From an optimization exercise on the open Yosys and OpenROAD flow, aimed at small area and few clock cycles per item; shortcuts taken in it are not production practice. RTL that was checked went through simulation tests only; none was proved equivalent to the original. No functional check of the RTL was part of run 4. Power and IR drop assume default switching activity.

==> config.mk <==
export PLATFORM = sky130hd
export DESIGN_NAME = length_prefixed_request_deframer_top
export DESIGN_NICKNAME = length_prefixed_request_deframer_top
export VERILOG_FILES = /design/flow/design.v
export SDC_FILE = /design/flow/constraint.sdc
export NUM_CORES = 4
export LEC_CHECK = 0
export CAP_MARGIN = 20
export CORE_MARGIN = 2
export CORE_UTILIZATION = 40
export SLEW_MARGIN = 20
export SYNTH_HIERARCHICAL = 1
export SYNTH_MINIMUM_KEEP_SIZE = 0
==> constraint.sdc <==
create_clock -name core_clock -period 7.0 [get_ports {clk_i}]
set_input_delay 1.4000 -clock core_clock [delete_from_list [all_inputs] [get_ports {clk_i}]]
set_output_delay 1.4000 -clock core_clock [all_outputs]
set_load 0.01 [all_outputs]
==> design.v <==
package lprd_pkg;
  localparam int unsigned ByteW   = 8;
  localparam int unsigned WordW   = 32;
  localparam int unsigned ErrW    = 3;
  localparam int unsigned FieldW  = 2;
  localparam int unsigned CurW    = 30;
  localparam int unsigned TdByteLsb  = 0;
  localparam int unsigned TdArgLsb   = TdByteLsb + ByteW;
  localparam int unsigned TdEndBit   = TdArgLsb + WordW;
  localparam int unsigned TdCountLsb = TdEndBit + 1;
  localparam int unsigned TdErrLsb   = TdCountLsb + WordW;
  localparam int unsigned TdUsedW    = TdErrLsb + ErrW;
  localparam int unsigned OutTdataW  = ((TdUsedW + 7) / 8) * 8;
  localparam int unsigned TdPadW     = OutTdataW - TdUsedW;
  localparam int unsigned CfgIdxW = 1;
  localparam logic [CfgIdxW-1:0] CfgMaxFrameBytes = 1'd0;
  localparam logic [CfgIdxW-1:0] CfgMaxArguments  = 1'd1;
  localparam logic [WordW-1:0] MaxFrameBytesRst = 32'd33554432;
  localparam logic [WordW-1:0] MaxArgumentsRst  = 32'd200000;
  localparam logic [WordW-1:0] FieldBytes       = 32'd4;
  typedef enum logic [1:0] {
    PH_FRAME_LEN,
    PH_ARG_COUNT,
    PH_ARG_LEN,
    PH_ARG_DATA
  } phase_e;
  typedef enum logic [ErrW-1:0] {
    ERR_NONE          = 3'd0,
    ERR_TOO_LONG      = 3'd1,
    ERR_TOO_MANY_ARGS = 3'd2,
    ERR_OVERRUN       = 3'd3,
    ERR_TRAILING      = 3'd4
  } err_e;
  typedef struct packed {
    logic [WordW-1:0] max_frame_bytes;
    logic [WordW-1:0] max_arguments;
  } lprd_limits_t;
  typedef struct packed {
    err_e             error_code;
    logic [WordW-1:0] frame_arg_count;
    logic             frame_done;
    logic             arg_end;
    logic [WordW-1:0] arg_number;
    logic [ByteW-1:0] data_byte;
    logic             data_valid;
  } lprd_result_t;
endpackage
import lprd_pkg::*;
module lprd_in_reg (
  input  logic s_valid_i,
  output logic s_ready_o,
  input  logic take_i,
  output logic step_o
);
  assign s_ready_o = take_i;
  assign step_o    = s_valid_i && take_i;
endmodule
import lprd_pkg::*;
module lprd_out_reg (
  input  logic                           clk_i,
  input  logic                           rst_ni,
  input  logic                           load_i,
  input  logic                           data_valid_i,
  input  logic                           arg_end_i,      
  input  logic                           frame_done_i,   
  input  logic [lprd_pkg::ByteW-1:0]     data_byte_i,
  input  logic [lprd_pkg::CurW-1:0]      arg_number_n_i,  
  input  logic [lprd_pkg::CurW-1:0]      arg_count_i,
  input  lprd_pkg::err_e                 error_code_i,
  output logic                           ready_o,
  output logic                           m_valid_o,
  input  logic                           m_ready_i,
  output logic [lprd_pkg::OutTdataW-1:0] m_data_o,
  output logic                           m_last_o,
  output logic                           m_user_o
);
  logic             valid_q, valid_d;
  logic             dv_q;
  logic [ByteW-1:0] byte_q;
  logic [WordW-1:0] arg_number, arg_count;
  logic [CurW-1:0]  arg_number_i;
  assign arg_number_i = ~arg_number_n_i;
  assign ready_o = !valid_q || m_ready_i;
  assign valid_d = load_i || (valid_q && !m_ready_i);
  always_ff @(posedge clk_i or negedge rst_ni) begin
    if (!rst_ni) begin
      valid_q <= 1'b0;
    end else begin
      valid_q <= valid_d;
    end
  end
  always_ff @(posedge clk_i) begin
    if (load_i) begin
      dv_q   <= data_valid_i;
      byte_q <= data_byte_i;
    end
  end
  assign arg_number = (dv_q || arg_end_i) ? WordW'(arg_number_i) : '0;
  assign arg_count  = frame_done_i ? WordW'(arg_count_i) : '0;
  assign m_valid_o = valid_q;
  assign m_data_o  = {{TdPadW{1'b0}}, error_code_i, arg_count, arg_end_i, arg_number, byte_q};
  assign m_last_o  = frame_done_i;
  assign m_user_o  = dv_q;
endmodule
import lprd_pkg::*;
module lprd_parser (
  input  logic                       clk_i,
  input  logic                       rst_ni,
  input  logic                       step_i,
  input  logic [lprd_pkg::ByteW-1:0] byte_i,
  input  lprd_pkg::lprd_limits_t     limits_i,
  output logic                       data_valid_o,   
  output logic                       arg_end_o,      
  output logic                       frame_done_o,   
  output logic [lprd_pkg::ByteW-1:0] data_byte_o,
  output logic [lprd_pkg::CurW-1:0]  arg_number_n_o,  
  output logic [lprd_pkg::CurW-1:0]  arg_count_o,    
  output lprd_pkg::err_e             error_code_o    
);
  lprd_pkg::phase_e   phase_q, phase_d;
  lprd_pkg::err_e     err_q, err_d, err_new;
  logic [FieldW-1:0]  pos_q;
  logic [WordW-1:0]   acc_q;      
  logic [WordW-1:0]   fbl_q;      
  logic [CurW-1:0]    cnt_q;      
  logic               cnt_big_q;  
  logic [CurW-1:0]    cur_nq;     
  logic               end_q;      
  logic               last_q;     
  logic [WordW-1:0]   acc_new, fbl_dec, acc_dec;
  logic [WordW:0]     fbl_bw, acc_bw;
  logic [CurW-1:0]    cur_inc_n;   
  logic [CurW:0]      cur_bw;
  logic               in_data, field_done, finish, boundary, args_zero;
  logic               fbl_zero, fbl_short;
  logic               ev_done, ok;
  logic               cmp_gt;
  assign acc_new = {acc_q[WordW-ByteW-1:0], byte_i};
  assign fbl_bw[0] = 1'b1;
  assign acc_bw[0] = 1'b1;
  assign cur_bw[0] = 1'b1;
  for (genvar i = 0; i < WordW; i++) begin : g_dec
    assign fbl_dec[i]  = fbl_q[i] ^ fbl_bw[i];
    assign fbl_bw[i+1] = ~fbl_q[i] & fbl_bw[i];
    assign acc_dec[i]  = acc_q[i] ^ acc_bw[i];
    assign acc_bw[i+1] = ~acc_q[i] & acc_bw[i];
  end
  for (genvar i = 0; i < CurW; i++) begin : g_inc
    assign cur_inc_n[i]  = cur_nq[i] ^ cur_bw[i];
    assign cur_bw[i+1]   = ~cur_nq[i] & cur_bw[i];
  end
  assign in_data    = (phase_q == PH_ARG_DATA);
  assign field_done = !in_data && (pos_q == '1);
  assign fbl_zero   = (fbl_q[WordW-1:1] == '0);
  assign fbl_short  = (fbl_q[WordW-1:3] == '0) && (fbl_q[2:0] <= 3'd4);
  lprd_cmp u_cmp (
    .sel_frame_i (phase_q == PH_FRAME_LEN),
    .sel_args_i  (phase_q == PH_ARG_COUNT),
    .sel_left_i  (phase_q[1]),
    .max_frame_i (limits_i.max_frame_bytes),
    .max_args_i  (limits_i.max_arguments),
    .left_i      (fbl_q),
    .field_i     (acc_new),
    .gt_o        (cmp_gt)
  );
  always_comb begin
    phase_d   = phase_q;
    err_new   = ERR_NONE;
    finish    = 1'b0;
    boundary  = 1'b0;
    args_zero = 1'b0;
    ev_done   = 1'b0;
    if (in_data) begin
      if (acc_q == WordW'(1)) begin
        finish = 1'b1;
      end
    end else if (field_done) begin
      case (phase_q)
        PH_FRAME_LEN: begin
          if (cmp_gt) begin
            err_new = ERR_TOO_LONG;
          end else if (acc_new < FieldBytes) begin
            err_new = ERR_OVERRUN;
          end else begin
            phase_d = PH_ARG_COUNT;
          end
        end
        PH_ARG_COUNT: begin
          if (cmp_gt) begin
            err_new = ERR_TOO_MANY_ARGS;
          end else begin
            boundary  = 1'b1;
            args_zero = (acc_new == '0);
          end
        end
        default: begin   
          if (cmp_gt) begin
            err_new = ERR_OVERRUN;
          end else if (acc_new == '0) begin
            finish = 1'b1;
          end else begin
            phase_d = PH_ARG_DATA;
          end
        end
      endcase
    end
    if (finish) begin
      boundary  = 1'b1;
      args_zero = last_q;
    end
    if (boundary) begin
      if (args_zero) begin
        if (fbl_zero) begin
          ev_done = 1'b1;
          phase_d = PH_FRAME_LEN;
        end else begin
          err_new = ERR_TRAILING;
        end
      end else if (fbl_short) begin
        err_new = ERR_OVERRUN;
      end else begin
        phase_d = PH_ARG_LEN;
      end
    end
  end
  assign err_d = (err_q != ERR_NONE) ? err_q : err_new;
  assign ok    = (err_d == ERR_NONE);
  assign data_valid_o = ok && in_data;
  assign arg_end_o    = end_q && (err_q == ERR_NONE);
  assign frame_done_o = (phase_q == PH_FRAME_LEN) && (pos_q == '0) && (err_q == ERR_NONE);
  assign data_byte_o  = (ok && in_data) ? byte_i : '0;
  assign arg_number_n_o = cur_nq;
  assign arg_count_o  = cnt_q;
  assign error_code_o = err_q;
  always_ff @(posedge clk_i or negedge rst_ni) begin
    if (!rst_ni) begin
      phase_q <= PH_FRAME_LEN;
      pos_q   <= '0;
      err_q   <= ERR_NONE;
    end else if (step_i) begin
      phase_q <= phase_d;
      if (!in_data) begin
        pos_q <= pos_q + FieldW'(1);
      end
      err_q   <= err_d;
    end
  end
  always_ff @(posedge clk_i) begin
    last_q <= !cnt_big_q && ((cnt_q ^ cur_inc_n) == '1);
  end
  always_ff @(posedge clk_i) begin
    if (step_i) begin
      acc_q <= in_data ? acc_dec : acc_new;
      fbl_q <= (phase_q == PH_FRAME_LEN) ? acc_new : fbl_dec;
      if (phase_q == PH_ARG_COUNT) begin
        cnt_q     <= acc_new[CurW-1:0];
        cnt_big_q <= (acc_new[WordW-1:CurW] != '0);
      end
      if (phase_q == PH_FRAME_LEN) begin
        cur_nq <= '1;
      end else if (end_q) begin
        cur_nq <= cur_inc_n;
      end
      end_q <= finish;
    end
  end
endmodule
module lprd_cmp (
  input  logic                       sel_frame_i,
  input  logic                       sel_args_i,
  input  logic                       sel_left_i,
  input  logic [lprd_pkg::WordW-1:0] max_frame_i,
  input  logic [lprd_pkg::WordW-1:0] max_args_i,
  input  logic [lprd_pkg::WordW-1:0] left_i,
  input  logic [lprd_pkg::WordW-1:0] field_i,
  output logic                       gt_o
);
  logic [WordW-1:0] op_n;
  logic [ByteW:0]   c;        
  assign op_n = ~(({WordW{sel_frame_i}} & max_frame_i)
                | ({WordW{sel_args_i}}  & max_args_i)
                | ({WordW{sel_left_i}}  & left_i));
  assign c[0] = sel_left_i;
  for (genvar i = 0; i < ByteW; i++) begin : g_c
    assign c[i+1] = (field_i[i] & op_n[i]) | ((field_i[i] | op_n[i]) & c[i]);
  end
  logic [WordW:ByteW] h0, h1;
  assign h0[ByteW] = 1'b0;
  assign h1[ByteW] = 1'b1;
  for (genvar i = ByteW; i < WordW; i++) begin : g_h
    assign h0[i+1] = (field_i[i] & op_n[i]) | ((field_i[i] | op_n[i]) & h0[i]);
    assign h1[i+1] = (field_i[i] & op_n[i]) | ((field_i[i] | op_n[i]) & h1[i]);
  end
  assign gt_o = c[ByteW] ? h1[WordW] : h0[WordW];
endmodule
import lprd_pkg::*;
module length_prefixed_request_deframer_top (
  input  logic                           clk_i,
  input  logic                           rst_ni,
  input  logic                           s_axis_tvalid,
  output logic                           s_axis_tready,
  input  logic [lprd_pkg::ByteW-1:0]     s_axis_tdata,    
  output logic                           m_axis_tvalid,
  input  logic                           m_axis_tready,
  output logic [lprd_pkg::OutTdataW-1:0] m_axis_tdata,
  output logic                           m_axis_tlast,    
  output logic                           m_axis_tuser,    
  input  logic                           cfg_we_i,
  input  logic [lprd_pkg::CfgIdxW-1:0]   cfg_index_i,
  input  logic [lprd_pkg::WordW-1:0]     cfg_wdata_i
);
  lprd_pkg::lprd_limits_t     limits_q;
  logic                       out_ready, step;
  logic                       data_valid, arg_end, frame_done;
  logic [ByteW-1:0]           data_byte;
  logic [CurW-1:0]            arg_number_n, arg_count;
  lprd_pkg::err_e             error_code;
  always_ff @(posedge clk_i or negedge rst_ni) begin
    if (!rst_ni) begin
      limits_q.max_frame_bytes <= MaxFrameBytesRst;
      limits_q.max_arguments   <= MaxArgumentsRst;
    end else if (cfg_we_i) begin
      if (cfg_index_i == CfgMaxFrameBytes) begin
        limits_q.max_frame_bytes <= cfg_wdata_i;
      end else begin
        limits_q.max_arguments   <= cfg_wdata_i;
      end
    end
  end
  lprd_in_reg u_in_reg (
    .s_valid_i (s_axis_tvalid),
    .s_ready_o (s_axis_tready),
    .take_i    (out_ready),
    .step_o    (step)
  );
  lprd_parser u_parser (
    .clk_i        (clk_i),
    .rst_ni       (rst_ni),
    .step_i       (step),
    .byte_i       (s_axis_tdata),
    .limits_i     (limits_q),
    .data_valid_o (data_valid),
    .arg_end_o    (arg_end),
    .frame_done_o (frame_done),
    .data_byte_o  (data_byte),
    .arg_number_n_o (arg_number_n),
    .arg_count_o  (arg_count),
    .error_code_o (error_code)
  );
  lprd_out_reg u_out_reg (
    .clk_i        (clk_i),
    .rst_ni       (rst_ni),
    .load_i       (step),
    .data_valid_i (data_valid),
    .arg_end_i    (arg_end),
    .frame_done_i (frame_done),
    .data_byte_i  (data_byte),
    .arg_number_n_i (arg_number_n),
    .arg_count_i  (arg_count),
    .error_code_i (error_code),
    .ready_o      (out_ready),
    .m_valid_o    (m_axis_tvalid),
    .m_ready_i    (m_axis_tready),
    .m_data_o     (m_axis_tdata),
    .m_last_o     (m_axis_tlast),
    .m_user_o     (m_axis_tuser)
  );
endmodule
==> flow/run.sh <==
#!/bin/bash
# The standard layout (standard.sh: the standard flow's synthesis and ORFS steps), with
#  - ABC mapping the logic, adders included, with an area-oriented script
#    (flow/mysynth.tcl wraps
#    synth_recipe.tcl; the registers are the standard flow's),
#  - smaller port buffers,
#  - a clock tree of fewer, smaller buffers and no dummy loads.
# Each tool's output goes to the ORFS logs under orfs/logs; make's goes to
# standard.log here.
set -euo pipefail
here=$(pwd)
sed "s#${here}/synth_recipe.tcl#${here}/flow/mysynth.tcl#g" standard.sh > flow_standard.sh
grep -q "flow/mysynth.tcl" flow_standard.sh
export BUFFER_PORTS_ARGS="-buffer_cell sky130_fd_sc_hd__buf_1"
export CTS_ARGS="-sink_clustering_enable -repair_clock_nets -dont_use_dummy_load -buf_list {sky130_fd_sc_hd__clkbuf_4} -sink_clustering_size 10 -sink_clustering_max_diameter 35"
bash flow_standard.sh > standard.log 2>&1
==> flow/area.abc <==
strash
&get -n
&st
&synch2
&dch -f
&nf -a -R 1000
&put
topo
dnsize -c
==> flow/mysynth.tcl <==
# The standard flow's synthesis script (synth_recipe.tcl in the work folder), with ABC's
# technology mapping run on an area-oriented script (area.abc beside this file)
# in place of ORFS's speed script, and with adders left to ABC rather than
# extracted as half/full adder cells first. Everything else, registers
# included, is as synth_recipe.tcl makes it.
set my_abc_script [file join [file dirname [file normalize [info script]]] area.abc]
proc abc {args} {
  set i [lsearch -exact $args -script]
  if { $i >= 0 } {
    set args [lreplace $args $i [expr {$i + 1}] -script $::my_abc_script]
  }
  yosys abc {*}$args
}
proc extract_fa {args} { }
source [file join [file dirname [file dirname [file normalize [info script]]]] synth_recipe.tcl]
==> standard.sh <==
#!/bin/bash
# synth_recipe.tcl (not shown) runs the flow's synth.tcl, then flattens the netlist and writes it again
# the make line also repeats each setting of config.mk as NAME=value (left out here)
make -C /OpenROAD-flow-scripts/flow DESIGN_CONFIG=/design/flow/config.mk WORK_HOME=/design/flow/orfs CLKGATE_MAP_FILE= SYNTH_SCRIPT=/design/flow/synth_recipe.tcl "${@:-finish}"
==> flow_summary_export.csv, run 1 <==
group,metric,value,unit
die,dieArea,27070,µm²
worst_setup_path,critPathLaunch,"u_parser.phase_q[1]",
global_route,antenna_found_initial,1,
timing,setup_violations,0,
yosys,synth_area_leaders,"edfxtp_1 39%, dfrtp_1 16%, mux2_1 7.0%",
yosys,synth_cell_types,44,
routing,vias,7816,
worst_setup_path,worstPathArrival,6.75,ns
worst_setup_path,r2r_end,"u_out_reg.byte_q[3]",
clock_tree,path_clk_slew,0.10,ns
timing,finalMaxSlewViolations,0,
worst_setup_path,worstRegToRegCells,34,
timing,slew_headroom,0.3694,
power_and_ir_drop,finalPower,3.863,mW
global_route,grt_first_pass_wirelength,40.65,mm
yosys,ys_seq_elements,208,
routing,wire_per_inst,18.45,µm
yosys,yosysMostFrequentCell,"edfxtp_1",
place,routabilityCongestion,0.8463,
worst_setup_path,crit_path_start_kind,"register",
worst_setup_path,endpoint,"u_out_reg.byte_q[3]",
yosys,ys_top_cells_by_count,"135 x edfxtp_1, 123 x nor2_1, 79 x nand2_1",
yosys,synth_edf_count,135,
yosys,yosys_warnings,9,
yosys,synth_top_area_frac,0.3933,
global_route,grt_pass1_vias,7651,
routing,firstDrtPassIters,7,
timing,hold_viol,0,
routing,wl,25.88,mm
timing,fin_crit_sh,0.9107,
worst_setup_path,slowest_delay,0.60,ns
clock_tree,tritoncts,"built",
yosys,ys_seq_area_frac,0.5710,
timing,tightest_slew,0.9459,ns
routing,drc,0,
worst_setup_path,r2r-start,"u_parser.phase_q[1]",
die,die_h,164.5,µm
die,core,25250,µm²
yosys,synth_area,10310,µm²
routing,ant_nets,0,
worst_setup_path,cp-end-kind,"register",
die,start_util,0.4081,
timing,fin_crit,6.375,ns
place,dp_cells,1365,
worst_setup_path,path_common_cell,"o21ai_0",
worst_setup_path,ff2ff_setup_slack,0.63,ns
yosys,yosysTopAreaCell,"edfxtp_1",
clock_tree,insertion_delay,0.62,ns
finish,fin_cells,1403,
flow_run,maxCapViolCount,0,
power_and_ir_drop,cellPowerDensity,334.5,nW/µm²
timing,finClkSkew,0.04965,ns
clock_tree,clock_path_buffers,3,
clock_tree,root_buffer,"clkbuf_4",
place,dpl.hpwl,17.30,mm
min_path,whs_path_depth,1,
clock_tree,postCtsSetupBuffers,0,
worst_setup_path,cp_slowest_cell,"dfrtp_2",
yosys,async_reset_ff_frac,0.3462,
power_and_ir_drop,p_leak,3.966,nW
worst_setup_path,required,7.38,ns
die,io_pins,130,
timing,timing.fmax,0.1569,GHz
worst_setup_path,critPathKind,"reg -> reg",
yosys,synth_flop_cell,"edfxtp_1",
global_route,grt_max_degree,73,
timing,grt_setup_unrepaired,"no",
finish,drive_above_1_share,0.06903,
die,fp.dieW,164.5,µm
power_and_ir_drop,peakVddDrop,0.0001849,V
clock_tree,numCtsBuffers,37,
finish,final_nets,1120,
place,numPortBuffers,121,
yosys,synth.avg_cell_area,11.43,µm²
die,rows,58,
clock_tree,cts_sinks,208,
min_path,hold_class,"reg -> reg",
yosys,synth_cells,902,
worst_setup_path,cp_max_fo,18,
routing,via_per_inst,5.571,
finish,syn_to_final_growth,12.06,%
timing,finalSetupTns,0,ns
clock_tree,htreeDepth,2,
global_route,overflow,0,
outcome,outcome,"complete, no violations",
routing,drt-initial-drc-count,804,
global_route,grt_use_total,0.1899,
[layout by cell type, fill, tap and decap left out, types with 6 or more instances in the layout]
cell type,netlist,routed
edfxtp_1,135,135
nor2_1,123,122
buf_1,0,120
nand2_1,79,79
mux2_1,64,64
dfrtp_1,65,64
o21ai_0,49,49
and2_0,44,41
clkbuf_4,0,37
xor2_1,36,36
xnor2_1,35,35
a21oi_1,32,32
a222oi_1,32,32
a31oi_1,24,24
buf_4,14,19
nor3_1,18,17
nor4_1,16,15
or3_1,13,13
nand2b_1,12,12
nand3_1,12,12
a22oi_1,10,10
o22ai_1,10,10
conb_1,1,8
or2_0,8,7
o21a_1,7,7
dfstp_2,7,7
nand4_1,6,6
a221oi_1,6,6
[stage by stage]
stage	worst slack (ns)	instance area, µm²	hold WS, ns	util
CTS	0.6045	11540	0.4956	0.4570
finish	0.6250	11550	0.4938	0.4573
detailed placement	0.2442	11260	0.4746	0.4460
global route	0.03493	11550	0.5096	0.4573
global placement	0.3518	11260	0.4689	0.4460
floorplan	0.2870	10340	0.4570	-
[cells by family (layout without fill, tap and decap cells)]
group / count (synthesis) / count (layout) / synth area share
simple gates: 340 / 340 / 0.1547
flops: 208 / 208 / 0.5710
compound gates: 197 / 197 / 0.1304
xor+xnor: 71 / 71 / 0.06034
mux: 64 / 64 / 0.06993
buf+inv: 20 / 183 / 0.01238
fa+ha+maj: 1 / 1 / 0.0009713
other cells: 1 / 9 / 0.0003639
[flip-flops by register name (all words and copies together) (netlist names)]
name,flops
u_out_reg.dv_q,1
u_parser.pos_q,2
u_parser.last_q,1
u_out_reg.valid_q,1
u_parser.phase_q,2
u_parser.end_q,1
u_parser.cnt_q,30
u_parser.acc_q,32
limits_q,64
u_parser.cnt_big_q,1
u_parser.err_q,3
u_out_reg.byte_q,8
u_parser.cur_nq,30
u_parser.fbl_q,32
[per-module statistics from Yosys (local to each module, per instance)]
module | flops+latches | copies in the design | cells | cell area, µm²
length_prefixed_request_deframer_top | 64 | 1 | 130 | 2341
lprd_cmp | 0 | 1 | 78 | 624.3
lprd_in_reg | 0 | 1 | 2 | 13.76
lprd_out_reg | 10 | 1 | 87 | 713.2
lprd_parser | 134 | 1 | 605 | 6614
[final cells by class]
cell class              instances  area, µm²
inverters                       6      23.77
fillers                      2430      13710
flip-flops and latches        208       5886
repair buffers                140      598.1
clock buffers                  37      277.8
multi-input cells             681       4348
diodes                          1      2.502
well taps                     330      412.9
[worst min-delay path by stage]
stage                               to  slack [ns]          from
after CTS                 limits_q[63]        0.50  limits_q[63]
after global routing      limits_q[58]        0.51  limits_q[58]
after global placement    limits_q[63]        0.47  limits_q[63]
after floorplan           limits_q[63]        0.46  limits_q[63]
final                     limits_q[58]        0.49  limits_q[58]
after detailed placement  limits_q[63]        0.47  limits_q[63]
[metal layers]
| layer | part of all wire | track usage | vias up |
|---|---|---|---|
| met5 | 0 | 0 | - |
| met4 | 0.020 | 0.05534 | 0 |
| met3 | 0.065 | 0.03440 | 45 |
| met2 | 0.46 | 0.3113 | 256 |
| met1 | 0.45 | 0.2585 | 3776 |
| li1 | - | - | 3739 |
[critical path, delay by kind of cell (launching register included)]
family                     cells  cell delay, ns
AOI/OAI and AO/OA             25            4.15
adders and majority gates      1            0.20
buffers and inverters          2            0.37
DFF                            1            0.60
and+or+nand+nor                6            0.83
[power breakdown]
| group | switching [mW] | leakage (nW) | internal (mW) |
|---|---|---|---|
| clock network | 0.411 | 0.170 | 0.243 |
| registers | 0.297 | 2.11 | 1.66 |
| logic | 0.754 | 1.69 | 0.494 |
[what timing repair did]
| action | 4_1_cts | 5_1_grt |
|---|---|---|
| gates resized for setup | 0 | 1 |
| setup endpoints to repair | 0 | 1 |
| hold buffers | 0 | 0 |
Testbench counts, summed over its fixed seeds: cycles 28,313, items 28,305.
==> inputs of run 2 (changes only) <==
--- a/flow/run.sh
+++ b/flow/run.sh
@@ -14,3 +14,3 @@
 export BUFFER_PORTS_ARGS="-buffer_cell sky130_fd_sc_hd__buf_1"
-export CTS_ARGS="-sink_clustering_enable -repair_clock_nets -dont_use_dummy_load -buf_list {sky130_fd_sc_hd__clkbuf_4} -sink_clustering_size 10 -sink_clustering_max_diameter 35"
+export CTS_ARGS="-sink_clustering_enable -repair_clock_nets -dont_use_dummy_load -buf_list {sky130_fd_sc_hd__clkbuf_8} -sink_clustering_size 16 -sink_clustering_max_diameter 50"
 bash flow_standard.sh > standard.log 2>&1
==> run 2 against run 1 <==
  * Die area unchanged
  * Combinational power barely moved
  * Register-to-register slack worse by 0.02 ns
  * Critical endpoint is now u_out_reg.byte_q[7]
  * Clock skew rose by 0.0052 ns
  * Routed wire length is 0.73% lower
  * Synthesized cell count is the same
  * Synthesized area unchanged
  * Highest routed layer unchanged
  * Utilization is 0.25 points higher
  * Cell count fell by 0.93%
  * Power is 1.9% higher
  * Count of clock-buffer cells in the layout decreased by 12
  * Critical path type unchanged
  * Via count is 0.27% lower
==> flow_summary_export.csv, run 2 <==
group,metric,value,unit
worst_setup_path,path_common_cell,"o21ai_0",
yosys,yosys_warnings,9,
timing,grt_setup_unrepaired,"no",
yosys,synth.avg_cell_area,11.43,µm²
clock_tree,path_clk_slew,0.08,ns
clock_tree,cts_sinks,208,
finish,top_regs,"limits_q x64, u_parser.acc_q x32, u_parser.fbl_q x32",
routing,wl,25.69,mm
flow_run,maxCapViolCount,0,
power_and_ir_drop,cellPowerDensity,338.8,nW/µm²
finish,antennaDiodeCount,0,
yosys,ys_top_cells_by_count,"135 x edfxtp_1, 123 x nor2_1, 79 x nand2_1",
global_route,overflow,0,
clock_tree,root_buffer,"clkbuf_8",
yosys,synth_top_area_frac,0.3933,
die,io_pins,130,
worst_setup_path,cp_slowest_cell,"dfrtp_2",
worst_setup_path,slowest_delay,0.59,ns
clock_tree,numCtsBuffers,25,
routing,drc,0,
clock_tree,tritoncts,"built",
clock_tree,postCtsHoldBufs,0,
power_and_ir_drop,finalPower,3.934,mW
timing,holdWs,0.4934,ns
yosys,synth_cells,902,
yosys,synth_area,10310,µm²
timing,hold_viol,0,
die,rows,58,
timing,finalMaxSlewViolations,0,
worst_setup_path,cp_max_fo,18,
timing,timing.fmax,0.1563,GHz
yosys,ys_seq_elements,208,
finish,final_nets,1108,
place,routabilityCongestion,0.8463,
clock_tree,clock_path_buffers,3,
finish,final_common_cell,"edfxtp_1",
finish,fin_util,0.4598,
place,dpl.hpwl,17.30,mm
worst_setup_path,critPathKind,"reg -> reg",
worst_setup_path,required,7.29,ns
die,core,25250,µm²
timing,fin_crit_sh,0.9140,
global_route,grt_max_degree,73,
timing,setup_slack,0.6017,ns
timing,fin_crit,6.398,ns
yosys,synth_cell_types,44,
outcome,outcome,"complete, no violations",
die,die_h,164.5,µm
yosys,yosysMostFrequentCell,"edfxtp_1",
routing,vias,7795,
place,post-place-ws,0.2442,ns
finish,final_cell_mix,"135 x edfxtp_1, 122 x nor2_1, 120 x buf_1",
worst_setup_path,crit_path_start_kind,"register",
clock_tree,htreeDepth,1,
power_and_ir_drop,p_leak,3.976,nW
global_route,antenna_found_initial,0,
worst_setup_path,worstPathArrival,6.69,ns
finish,top_register,"limits_q",
yosys,ys_seq_area_frac,0.5710,
global_route,grt_pass1_vias,7601,
yosys,async_reset_ff_frac,0.3462,
timing,slew_headroom,0.3749,
clock_tree,insertion_delay,0.55,ns
routing,via_per_inst,5.608,
clock_tree,postCtsSetupBuffers,0,
die,fp.dieW,164.5,µm
global_route,grt_first_pass_wirelength,40.71,mm
routing,firstDrtPassIters,6,
power_and_ir_drop,peakVddDrop,0.0001868,V
timing,setup_violations,0,
timing,tightest_slew,0.9376,ns
place,numPortBuffers,121,
yosys,synth_area_leaders,"edfxtp_1 39%, dfrtp_1 16%, mux2_1 7.0%",
die,start_util,0.4081,
die,dieArea,27070,µm²
global_route,grt_use_total,0.1889,
min_path,hold_class,"reg -> reg",
routing,drt-initial-drc-count,746,
timing,finalSetupTns,0,ns
routing,wire_per_inst,18.48,µm
timing,finClkSkew,0.05482,ns
worst_setup_path,cp-end-kind,"register",
routing,ant_nets,0,
yosys,synth_edf_count,135,
yosys,synth_flop_cell,"edfxtp_1",
finish,syn_to_final_growth,12.67,%
finish,largest_reg_flops,64,
yosys,yosysTopAreaCell,"edfxtp_1",
finish,drive_above_1_share,0.05849,
-- run 2: per-stage QoR --
step / instances / instance area, µm²
after global placement: 1365 / 11260
final: 1390 / 11610
after detailed placement: 1365 / 11260
after CTS: 1390 / 11610
after global routing: 1390 / 11610
after floorplan: 909 / 10340
-- run 2: repair_timing --
item | CTS | global route
gates resized for setup | 0 | 1
hold endpoints to repair | 0 | 0
endpoints found under the setup margin | 0 | 1
-- run 2: report_power, final --
group / switching [mW] / internal, mW
combinational: 0.757 / 0.494
sequential: 0.296 / 1.66
clock: 0.407 / 0.316
-- run 2: final timing paths --
kind	start	endpoint	slack (ns)	cells after the start
worst max-delay path	u_parser.phase_q[1]	u_out_reg.byte_q[7]	0.60	34
worst min-delay path	limits_q[62]	limits_q[62]	0.49	1
worst max register to register	u_parser.phase_q[1]	u_out_reg.byte_q[7]	0.60	34
worst min register to register	limits_q[62]	limits_q[62]	0.49	1
max in group asynchronous	rst_ni	u_parser.phase_q[1]	5.26	2
min in group asynchronous	rst_ni	limits_q[37]	1.05	2
-- run 2: layout make-up --
class	count	area, µm²
Inverter	6	23.77
Clock buffer	25	344.1
Timing Repair Buffer	140	598.1
Multi-Input combinational cell	681	4348
Sequential cell	208	5886
Tap cell	330	412.9
Fill cell	2409	13640
-- run 2: layer usage --
metal  global-route usage  part of all wire
met1               0.2626              0.45
met2               0.3146              0.46
met3              0.02762             0.067
met4              0.04229             0.014
met5                    0                 0
-- run 2: kinds of logic after synthesis --
kind of cell	synth area share
flip-flops	0.5710
AO/OA/AOI/OAI	0.1304
other	0.0003639
adder cells (fa/ha/maj)	0.0009713
multiplexers	0.06993
buffers and inverters	0.01238
AND/OR/NAND/NOR	0.1547
XOR/XNOR	0.06034
-- run 2: Yosys stat by module (local to each module, per instance) --
module                                flip-flops and latches  copies in the design  area, µm²
lprd_out_reg                                              10                     1      713.2
length_prefixed_request_deframer_top                      64                     1       2341
lprd_cmp                                                   0                     1      624.3
lprd_parser                                              134                     1       6614
lprd_in_reg                                                0                     1      13.76
-- run 2: critical path, delay by kind of cell (launching register included) --
kind | cells | cell delay (ns)
buf+inv | 2 | 0.37
fa+ha+maj | 1 | 0.20
compound gates | 25 | 4.16
simple gates | 6 | 0.81
flops | 1 | 0.59
==> inputs of run 3 (changes only) <==
--- a/flow/run.sh
+++ b/flow/run.sh
@@ -14,3 +14,3 @@
 export BUFFER_PORTS_ARGS="-buffer_cell sky130_fd_sc_hd__buf_1"
-export CTS_ARGS="-sink_clustering_enable -repair_clock_nets -dont_use_dummy_load -buf_list {sky130_fd_sc_hd__clkbuf_8} -sink_clustering_size 16 -sink_clustering_max_diameter 50"
+export CTS_ARGS="-sink_clustering_enable -repair_clock_nets -dont_use_dummy_load -buf_list {sky130_fd_sc_hd__clkbuf_8} -sink_clustering_size 18 -sink_clustering_max_diameter 60"
 bash flow_standard.sh > standard.log 2>&1
==> run 3 against run 2 <==
  * Via count fell by 0.81%
  * Cell count shrank 0.50%
  * Utilization down 0.38 points
  * Critical path type unchanged
  * Still clean on timing, DRC and antenna
  * First-iteration DRC count increased by 4.6%
  * Sequential share of layout area up 0.42 points
  * Clock power fell by 14%
  * Global-route usage fell by 0.13 points
  * Setup slack got worse by 0.043 ns
  * Power fell by 2.7%
==> flow_summary_export.csv, run 3 <==
group,metric,value,unit
timing,finalSetupTns,0,ns
outcome,outcome,"complete, no violations",
timing,setup_violations,0,
worst_setup_path,cp_max_fo,18,
die,core,25250,µm²
worst_setup_path,slowest_delay,0.60,ns
finish,syn_to_final_growth,11.74,%
yosys,synth_cells,902,
yosys,synth_area_leaders,"edfxtp_1 39%, dfrtp_1 16%, mux2_1 7.0%",
finish,largest_reg_flops,64,
power_and_ir_drop,cellPowerDensity,332.5,nW/µm²
global_route,grt_use_total,0.1876,
yosys,synth_cell_types,44,
worst_setup_path,required,7.24,ns
routing,drt-initial-drc-count,780,
timing,fin_crit,6.441,ns
yosys,yosys_warnings,9,
place,numPortBuffers,121,
min_path,hold_class,"reg -> reg",
yosys,synth_flop_cell,"edfxtp_1",
finish,drive_above_1_share,0.05223,
power_and_ir_drop,p_leak,3.926,nW
yosys,synth.avg_cell_area,11.43,µm²
place,post-place-ws,0.2442,ns
yosys,ys_seq_area_frac,0.5710,
die,io_pins,130,
finish,final_cell_mix,"135 x edfxtp_1, 122 x nor2_1, 120 x buf_1",
clock_tree,cts_sinks,208,
worst_setup_path,cp-end-kind,"register",
die,dieArea,27070,µm²
timing,fin_crit_sh,0.9201,
clock_tree,insertion_delay,0.53,ns
clock_tree,path_clk_slew,0.09,ns
timing,finalMaxSlewViolations,0,
global_route,antenna_found_initial,0,
global_route,grt_first_pass_wirelength,40.42,mm
global_route,overflow,0,
finish,final_area,11520,µm²
worst_setup_path,crit_path_start_kind,"register",
timing,tightest_slew,0.9222,ns
clock_tree,postCtsSetupBuffers,0,
yosys,ys_seq_elements,208,
clock_tree,clock_path_buffers,3,
place,dpl_cell_area,11260,µm²
routing,ant_nets,0,
routing,vias,7732,
worst_setup_path,worstPathArrival,6.68,ns
routing,drc,0,
flow_run,maxCapViolCount,0,
worst_setup_path,critPathKind,"reg -> reg",
timing,slew_headroom,0.3852,
global_route,grt_max_degree,73,
timing,setup_slack,0.5590,ns
place,routabilityCongestion,0.8463,
yosys,async_reset_ff_frac,0.3462,
finish,final_common_cell,"edfxtp_1",
routing,wl,25.68,mm
global_route,grt_pass1_vias,7561,
clock_tree,root_buffer,"clkbuf_8",
die,rows,58,
clock_tree,htreeDepth,1,
routing,via_per_inst,5.591,
die,start_util,0.4081,
clock_tree,tritoncts,"built",
timing,hold_viol,0,
yosys,yosysTopAreaCell,"edfxtp_1",
power_and_ir_drop,peakVddDrop,0.0001947,V
die,fp.dieW,164.5,µm
routing,wire_per_inst,18.57,µm
clock_tree,postCtsHoldBufs,0,
clock_tree,numCtsBuffers,18,
timing,timing.fmax,0.1553,GHz
clock_tree,cts.repair.resized,0,
finish,antennaDiodeCount,0,
finish,top_regs,"limits_q x64, u_parser.acc_q x32, u_parser.fbl_q x32",
finish,final_nets,1101,
power_and_ir_drop,finalPower,3.829,mW
yosys,synth_top_area_frac,0.3933,
yosys,yosysMostFrequentCell,"edfxtp_1",
place,dpl.hpwl,17.30,mm
worst_setup_path,path_common_cell,"o21ai_0",
finish,top_register,"limits_q",
die,die_h,164.5,µm
timing,grt_setup_unrepaired,"no",
worst_setup_path,cp_slowest_cell,"dfrtp_2",
timing,finClkSkew,0.05690,ns
yosys,synth_area,10310,µm²
routing,firstDrtPassIters,6,
yosys,ys_top_cells_by_count,"135 x edfxtp_1, 123 x nor2_1, 79 x nand2_1",
yosys,synth_edf_count,135,
run 3: worst max-delay path, delay by kind of cell, from the launching register on:
family | cells | cell delay, ns
simple gates | 6 | 0.83
buf+inv | 2 | 0.37
flops | 1 | 0.60
fa+ha+maj | 1 | 0.19
compound gates | 25 | 4.16
run 3: per-stage QoR:
| stage | hold slack [ns] | utilization | std cells |
|---|---|---|---|
| finish | 0.4938 | 0.4560 | 1383 |
| global route | 0.5105 | 0.4560 | 1383 |
| floorplan | 0.4570 | - | 909 |
| CTS | 0.4944 | 0.4558 | 1383 |
| global placement | 0.4689 | 0.4460 | 1365 |
| detailed placement | 0.4746 | 0.4460 | 1365 |
run 3: kinds of logic (layout without fill, tap and decap cells):
| kind of cell | count (synthesis) | count (layout) | synth area share |
|---|---|---|---|
| compound gates | 197 | 197 | 0.1304 |
| xor+xnor | 71 | 71 | 0.06034 |
| fa+ha+maj | 1 | 1 | 0.0009713 |
| buf+inv | 20 | 164 | 0.01238 |
| flops | 208 | 208 | 0.5710 |
| mux | 64 | 64 | 0.06993 |
| other cells | 1 | 8 | 0.0003639 |
| simple gates | 340 | 340 | 0.1547 |
run 3: final cells by class:
| cell class | count | area (µm²) |
|---|---|---|
| Tap cell | 330 | 412.9 |
| Timing Repair Buffer | 140 | 598.1 |
| Clock buffer | 18 | 247.7 |
| Multi-Input combinational cell | 681 | 4348 |
| Fill cell | 2411 | 13740 |
| Sequential cell | 208 | 5886 |
| Inverter | 6 | 23.77 |
run 3: where the power goes:
part	switching, mW	total, mW	internal [mW]
combinational	0.757	1.25	0.494
sequential	0.295	1.96	1.66
clock	0.388	0.620	0.232
run 3: per-layer routing:
layer	global-route usage	wire length (µm)
met5	0	0
met4	0.04585	429
met3	0.02386	1507
met2	0.3142	11970
met1	0.2600	11770
run 3: per-module statistics from Yosys, one instance, submodules excluded:
module                                cell area, µm²  flip-flops and latches  cells inside  times used
lprd_in_reg                                    13.76                       0             2           1
lprd_parser                                     6614                     134           605           1
lprd_cmp                                       624.3                       0            78           1
length_prefixed_request_deframer_top            2341                      64           130           1
lprd_out_reg                                   713.2                      10            87           1
run 3: worst paths after layout:
kind                       cells after the start                  end  slack [ns]           startpoint
min reg2reg                                    1         limits_q[58]        0.49         limits_q[58]
max in group asynchronous                      2  u_parser.phase_q[1]        5.25               rst_ni
min in group asynchronous                      2         limits_q[38]        1.09               rst_ni
max                                           34  u_out_reg.byte_q[7]        0.56  u_parser.phase_q[1]
max reg2reg                                   34  u_out_reg.byte_q[7]        0.56  u_parser.phase_q[1]
min                                            1         limits_q[58]        0.49         limits_q[58]
==> inputs of run 4 (changes only) <==
--- a/design.v
+++ b/design.v
@@ -63,6 +63,6 @@
   input  logic                           data_valid_i,
-  input  logic                           arg_end_i,      
-  input  logic                           frame_done_i,   
+  input  logic                           arg_end_i,
+  input  logic                           frame_done_i,
   input  logic [lprd_pkg::ByteW-1:0]     data_byte_i,
-  input  logic [lprd_pkg::CurW-1:0]      arg_number_n_i,  
+  input  logic [lprd_pkg::CurW-1:0]      arg_number_i,
   input  logic [lprd_pkg::CurW-1:0]      arg_count_i,
@@ -77,7 +77,5 @@
   logic             valid_q, valid_d;
-  logic             dv_q;
+  logic             dv_q, end_q, done_q;
   logic [ByteW-1:0] byte_q;
   logic [WordW-1:0] arg_number, arg_count;
-  logic [CurW-1:0]  arg_number_i;
-  assign arg_number_i = ~arg_number_n_i;
   assign ready_o = !valid_q || m_ready_i;
@@ -94,2 +92,4 @@
       dv_q   <= data_valid_i;
+      end_q  <= arg_end_i;
+      done_q <= frame_done_i;
       byte_q <= data_byte_i;
@@ -97,7 +97,7 @@
   end
-  assign arg_number = (dv_q || arg_end_i) ? WordW'(arg_number_i) : '0;
-  assign arg_count  = frame_done_i ? WordW'(arg_count_i) : '0;
+  assign arg_number = (dv_q || end_q) ? WordW'(arg_number_i) : '0;
+  assign arg_count  = done_q ? WordW'(arg_count_i) : '0;
   assign m_valid_o = valid_q;
-  assign m_data_o  = {{TdPadW{1'b0}}, error_code_i, arg_count, arg_end_i, arg_number, byte_q};
-  assign m_last_o  = frame_done_i;
+  assign m_data_o  = {{TdPadW{1'b0}}, error_code_i, arg_count, end_q, arg_number, byte_q};
+  assign m_last_o  = done_q;
   assign m_user_o  = dv_q;
@@ -111,7 +111,7 @@
   input  lprd_pkg::lprd_limits_t     limits_i,
-  output logic                       data_valid_o,   
-  output logic                       arg_end_o,      
-  output logic                       frame_done_o,   
+  output logic                       data_valid_o,
+  output logic                       arg_end_o,
+  output logic                       frame_done_o,
   output logic [lprd_pkg::ByteW-1:0] data_byte_o,
-  output logic [lprd_pkg::CurW-1:0]  arg_number_n_o,  
+  output logic [lprd_pkg::CurW-1:0]  arg_number_o,   
   output logic [lprd_pkg::CurW-1:0]  arg_count_o,    
@@ -126,3 +126,3 @@
   logic               cnt_big_q;  
-  logic [CurW-1:0]    cur_nq;     
+  logic [CurW-1:0]    cur_q;      
   logic               end_q;      
@@ -131,4 +131,4 @@
   logic [WordW:0]     fbl_bw, acc_bw;
-  logic [CurW-1:0]    cur_inc_n;   
-  logic [CurW:0]      cur_bw;
+  logic [CurW-1:0]    cur_inc;
+  logic [CurW:0]      cur_cy;
   logic               in_data, field_done, finish, boundary, args_zero;
@@ -140,3 +140,3 @@
   assign acc_bw[0] = 1'b1;
-  assign cur_bw[0] = 1'b1;
+  assign cur_cy[0] = 1'b1;
   for (genvar i = 0; i < WordW; i++) begin : g_dec
@@ -148,4 +148,4 @@
   for (genvar i = 0; i < CurW; i++) begin : g_inc
-    assign cur_inc_n[i]  = cur_nq[i] ^ cur_bw[i];
-    assign cur_bw[i+1]   = ~cur_nq[i] & cur_bw[i];
+    assign cur_inc[i]  = cur_q[i] ^ cur_cy[i];
+    assign cur_cy[i+1] = cur_q[i] & cur_cy[i];
   end
@@ -228,6 +228,6 @@
   assign data_valid_o = ok && in_data;
-  assign arg_end_o    = end_q && (err_q == ERR_NONE);
-  assign frame_done_o = (phase_q == PH_FRAME_LEN) && (pos_q == '0) && (err_q == ERR_NONE);
+  assign arg_end_o    = ok && finish;
+  assign frame_done_o = ok && ev_done;
   assign data_byte_o  = (ok && in_data) ? byte_i : '0;
-  assign arg_number_n_o = cur_nq;
+  assign arg_number_o = cur_q;
   assign arg_count_o  = cnt_q;
@@ -248,3 +248,3 @@
   always_ff @(posedge clk_i) begin
-    last_q <= !cnt_big_q && ((cnt_q ^ cur_inc_n) == '1);
+    last_q <= !cnt_big_q && (cnt_q == cur_inc);
   end
@@ -259,5 +259,5 @@
       if (phase_q == PH_FRAME_LEN) begin
-        cur_nq <= '1;
+        cur_q <= '0;
       end else if (end_q) begin
-        cur_nq <= cur_inc_n;
+        cur_q <= cur_inc;
       end
@@ -278,3 +278,3 @@
   logic [WordW-1:0] op_n;
-  logic [ByteW:0]   c;        
+  logic [WordW:0]   c;
   assign op_n = ~(({WordW{sel_frame_i}} & max_frame_i)
@@ -283,13 +283,6 @@
   assign c[0] = sel_left_i;
-  for (genvar i = 0; i < ByteW; i++) begin : g_c
+  for (genvar i = 0; i < WordW; i++) begin : g_c
     assign c[i+1] = (field_i[i] & op_n[i]) | ((field_i[i] | op_n[i]) & c[i]);
   end
-  logic [WordW:ByteW] h0, h1;
-  assign h0[ByteW] = 1'b0;
-  assign h1[ByteW] = 1'b1;
-  for (genvar i = ByteW; i < WordW; i++) begin : g_h
-    assign h0[i+1] = (field_i[i] & op_n[i]) | ((field_i[i] | op_n[i]) & h0[i]);
-    assign h1[i+1] = (field_i[i] & op_n[i]) | ((field_i[i] | op_n[i]) & h1[i]);
-  end
-  assign gt_o = c[ByteW] ? h1[WordW] : h0[WordW];
+  assign gt_o = c[WordW];
 endmodule
@@ -315,3 +308,3 @@
   logic [ByteW-1:0]           data_byte;
-  logic [CurW-1:0]            arg_number_n, arg_count;
+  logic [CurW-1:0]            arg_number, arg_count;
   lprd_pkg::err_e             error_code;
@@ -345,3 +338,3 @@
     .data_byte_o  (data_byte),
-    .arg_number_n_o (arg_number_n),
+    .arg_number_o (arg_number),
     .arg_count_o  (arg_count),
@@ -357,3 +350,3 @@
     .data_byte_i  (data_byte),
-    .arg_number_n_i (arg_number_n),
+    .arg_number_i (arg_number),
     .arg_count_i  (arg_count),
==> flow/run.sh (replaced) <==
#!/bin/bash
# The standard layout (standard.sh: the standard flow's synthesis and ORFS steps, unchanged), with
# smaller port buffers and a clock tree of fewer buffers and no dummy loads.
# Each tool's output goes to the ORFS logs under orfs/logs; make's goes to standard.log.
set -euo pipefail
export BUFFER_PORTS_ARGS="-buffer_cell sky130_fd_sc_hd__buf_1"
export CTS_ARGS="-sink_clustering_enable -repair_clock_nets -dont_use_dummy_load -buf_list {sky130_fd_sc_hd__clkbuf_8} -sink_clustering_size 16 -sink_clustering_max_diameter 50"
bash standard.sh > standard.log 2>&1
--- a/config.mk
+++ b/config.mk
@@ -11,3 +11 @@
 export SLEW_MARGIN = 20
-export SYNTH_HIERARCHICAL = 1
-export SYNTH_MINIMUM_KEEP_SIZE = 0
removed: flow/area.abc
removed: flow/mysynth.tcl
==> run 4 against run 3 <==
  * Still clean
  * Count of clock-buffer cells in the layout rose by 13
  * Sequential power fell by 18%
  * Cell count rose by 15%
  * Via count rose by 7.2%
  * Power fell by 21%
  * Synthesized area rose by 16%
  * Hold slack got worse by 0.0084 ns
  * Highest routed layer unchanged
==> flow_summary_export.csv, run 4 <==
group,metric,value,unit
outcome,outcome,"complete, no violations",
yosys,synth_top_area_frac,0.3445,
power_and_ir_drop,switching_power,0.9001,mW
timing,slew_headroom,0.3729,
timing,finalMaxSlewViolations,0,
power_and_ir_drop,cellPowerDensity,226.9,nW/µm²
yosys,ys_top_cells_by_count,"137 x edfxtp_1, 90 x ha_1, 75 x nor2_1",
global_route,antenna_found_initial,0,
routing,drt-initial-drc-count,713,
finish,final_cell_mix,"137 x edfxtp_1, 120 x buf_1, 73 x nand2_1, 73 x nor2_1, 71 x inv_1",
global_route,grt_max_degree,93,
yosys,synth_flop_cell,"edfxtp_1",
clock_tree,postCtsHoldBufs,0,
finish,fin_cells,1592,
place,numPortBuffers,121,
die,die_h,176.8,µm
yosys,synth_cells,1075,
power_and_ir_drop,power_frac_comb,0.202,
timing,finalSetupTns,0,ns
finish,top_regs,"limits_q x64, u_parser.acc_q x32, u_parser.fbl_q x32",
clock_tree,path_clk_slew,0.07,ns
place,dpl.hpwl,20.21,mm
routing,via_per_inst,5.207,
global_route,grt_use_total,0.1804,
power_and_ir_drop,switching_share,0.2971,
yosys,async_reset_ff_frac,0.3429,
die,dieArea,31250,µm²
place,routabilityCongestion,0.8349,
timing,hold_viol,0,
finish,final_common_cell,"edfxtp_1",
timing,fin_crit,6.775,ns
die,fp.dieW,176.8,µm
finish,antennaDiodeCount,0,
finish,syn_to_final_growth,11.81,%
power_and_ir_drop,p_leak,5.421,nW
place,post-place-ws,-0.09614,ns
routing,drc,0,
timing,holdWs,0.4854,ns
global_route,overflow,0,
worst_setup_path,crit_path_start_kind,"register",
place,dp_cells,1561,
clock_tree,clock_path_buffers,3,
worst_setup_path,cp_max_fo,4,
finish,final_nets,1340,
yosys,synth_cell_types,76,
worst_setup_path,worstRegToRegCells,34,
timing,timing.fmax,0.1476,GHz
finish,largest_reg_flops,64,
worst_setup_path,slowest_delay,0.38,ns
yosys,yosysMostFrequentCell,"edfxtp_1",
routing,wl,28.15,mm
timing,fin_crit_sh,0.9678,
finish,drive_above_1_share,0.1556,
power_and_ir_drop,clkPwrFrac,0.271,
clock_tree,cts_sinks,210,
power_and_ir_drop,p_int,2.129,mW
clock_tree,tritoncts,"built",
worst_setup_path,cp_slowest_cell,"edfxtp_1",
routing,firstDrtPassIters,5,
timing,setup_slack,0.2251,ns
timing,finClkSkew,0.04079,ns
yosys,yosys_warnings,3,
finish,fillers,2873,
yosys,ys_seq_elements,210,
routing,vias,8289,
clock_tree,root_buffer,"clkbuf_8",
finish,final_area,13350,µm²
routing,ant_nets,0,
global_route,grt_pass1_vias,8137,
power_and_ir_drop,finalPower,3.029,mW
die,io_pins,130,
clock_tree,htreeDepth,1,
min_path,whs_path_depth,1,
worst_setup_path,required,7.29,ns
timing,tightest_slew,0.9407,ns
yosys,synth_area_leaders,"edfxtp_1 34%, dfrtp_1 14%, ha_1 9.4%",
power_and_ir_drop,p_seq_frac,0.528,
yosys,ys_seq_area_frac,0.4977,
finish,top_register,"limits_q",
die,start_util,0.4051,
clock_tree,insertion_delay,0.59,ns
place,dpl_cell_area,12820,µm²
yosys,yosysTopAreaCell,"edfxtp_1",
yosys,synth_area,11940,µm²
timing,setup_violations,0,
flow_run,maxCapViolCount,0,
global_route,grt_first_pass_wirelength,44.42,mm
die,core,29480,µm²
die,rows,63,
power_and_ir_drop,peakVddDrop,0.0001723,V
worst_setup_path,cp-end-kind,"register",
worst_setup_path,worstPathArrival,7.06,ns
yosys,synth.avg_cell_area,11.11,µm²
clock_tree,numCtsBuffers,31,
routing,wire_per_inst,17.68,µm
finish,fin_util,0.4529,
min_path,hold_class,"reg -> reg",
worst_setup_path,critPathKind,"reg -> reg",
yosys,synth_edf_count,137,
worst_setup_path,path_common_cell,"ha_1",
run 4: cell type report:
type	count	area, µm²	area share
Multi-Input combinational cell	743	5587	0.4184
Sequential cell	210	5947	0.4454
Tap cell	390	488.0	0.03654
Timing Repair Buffer	143	623.1	0.04666
Clock buffer	31	426.7	0.03195
Inverter	75	281.5	0.02108
run 4: power by group through the flow:
stage               combinational, mW  clock, mW  sequential, mW
finish                          0.611      0.821            1.60
global route                    0.685      0.895            1.62
CTS                             0.611      0.851            1.60
detailed placement              0.606          0            1.62
global placement                0.597          0            1.62
floorplan                       0.449          0            1.57
run 4: final timing paths:
| path | start | end | slack (ns) |
|---|---|---|---|
| worst max-delay path | u_parser.fbl_q[0] | u_parser.fbl_q[31] | 0.23 |
| worst min-delay path | u_parser.pos_q[0] | u_parser.pos_q[0] | 0.49 |
| min in group asynchronous | rst_ni | limits_q[9] | 0.97 |
| worst min register to register | u_parser.pos_q[0] | u_parser.pos_q[0] | 0.49 |
| worst max register to register | u_parser.fbl_q[0] | u_parser.fbl_q[31] | 0.23 |
| max in group asynchronous | rst_ni | u_parser.phase_q[1] | 5.36 |
run 4: repair_timing:
action | CTS | global route
setup buffers | 0 | 0
setup endpoints to repair | 1 | 4
gates cloned | 0 | 0
resized for setup | 1 | 35
pin swaps | 1 | 5
run 4: routing by layer:
| metal | global-route usage | wire, µm | up-vias |
|---|---|---|---|
| met1 | 0.2622 | 13560 | 3963 |
| met4 | 0.04993 | 712 | 0 |
| met3 | 0.02706 | 1505 | 44 |
| li1 | - | - | 4057 |
| met5 | 0 | 0 | - |
| met2 | 0.2804 | 12370 | 225 |
run 4: kinds of logic after synthesis:
logic type               count (synthesis)  synth area share
multiplexers                           100           0.09251
adder cells (fa/ha/maj)                101            0.1036
buffers and inverters                  129           0.04620
flip-flops                             210            0.4977
AO/OA/AOI/OAI                          177           0.09565
other                                    1         0.0003140
AND/OR/NAND/NOR                        323            0.1390
XOR/XNOR                                34           0.02493
run 4: worst max-delay path: cells and delay by family, from the launching register on:
kind                       cells  cell delay (ns)
AOI/OAI and AO/OA              1             0.07
buffers and inverters          1             0.06
DFF                            1             0.38
adders and majority gates     30             5.80
and+or+nand+nor                1             0.06
xor gates and xnor gates       1             0.13

==> separate check: timing with driven ports <==
No port has a modelled driver above. Below, the same layouts with a new extraction and two added sets of constraints. Step 1, drivers: a clkbuf_16 drives clk_i and a buf_2 each remaining input, both assumed. Step 2 moves the port delays by t, midway between the first and last clock arrival at a register: inputs arrive t later, outputs are due t later. That takes back most of the time a late clock gives input paths. Three values: no drivers, after step 1, after step 2; two values: the first two.
| run | t (ns) | setup WS [ns] | worst setup path at the end | worst data-port slew with drivers (ns) |
|---|---|---|---|---|
| run 1 | 0.637 | 0.625 / 0.625 / 0.281 | input to register | 0.04 |
| run 2 | 0.572 | 0.602 / 0.602 / 0.247 | input to register | 0.04 |
| run 3 | 0.540 | 0.559 / 0.559 / 0.201 | input to register | 0.04 |
| run 4 | 0.609 | 0.225 / 0.225 / 0.225 | register to register | 0.07 |
After both steps setup and hold are still met in every run listed. For run 3, which loses most, drivers alone change the setup slack by 0.000 ns; drivers and shift together by -0.358 ns.
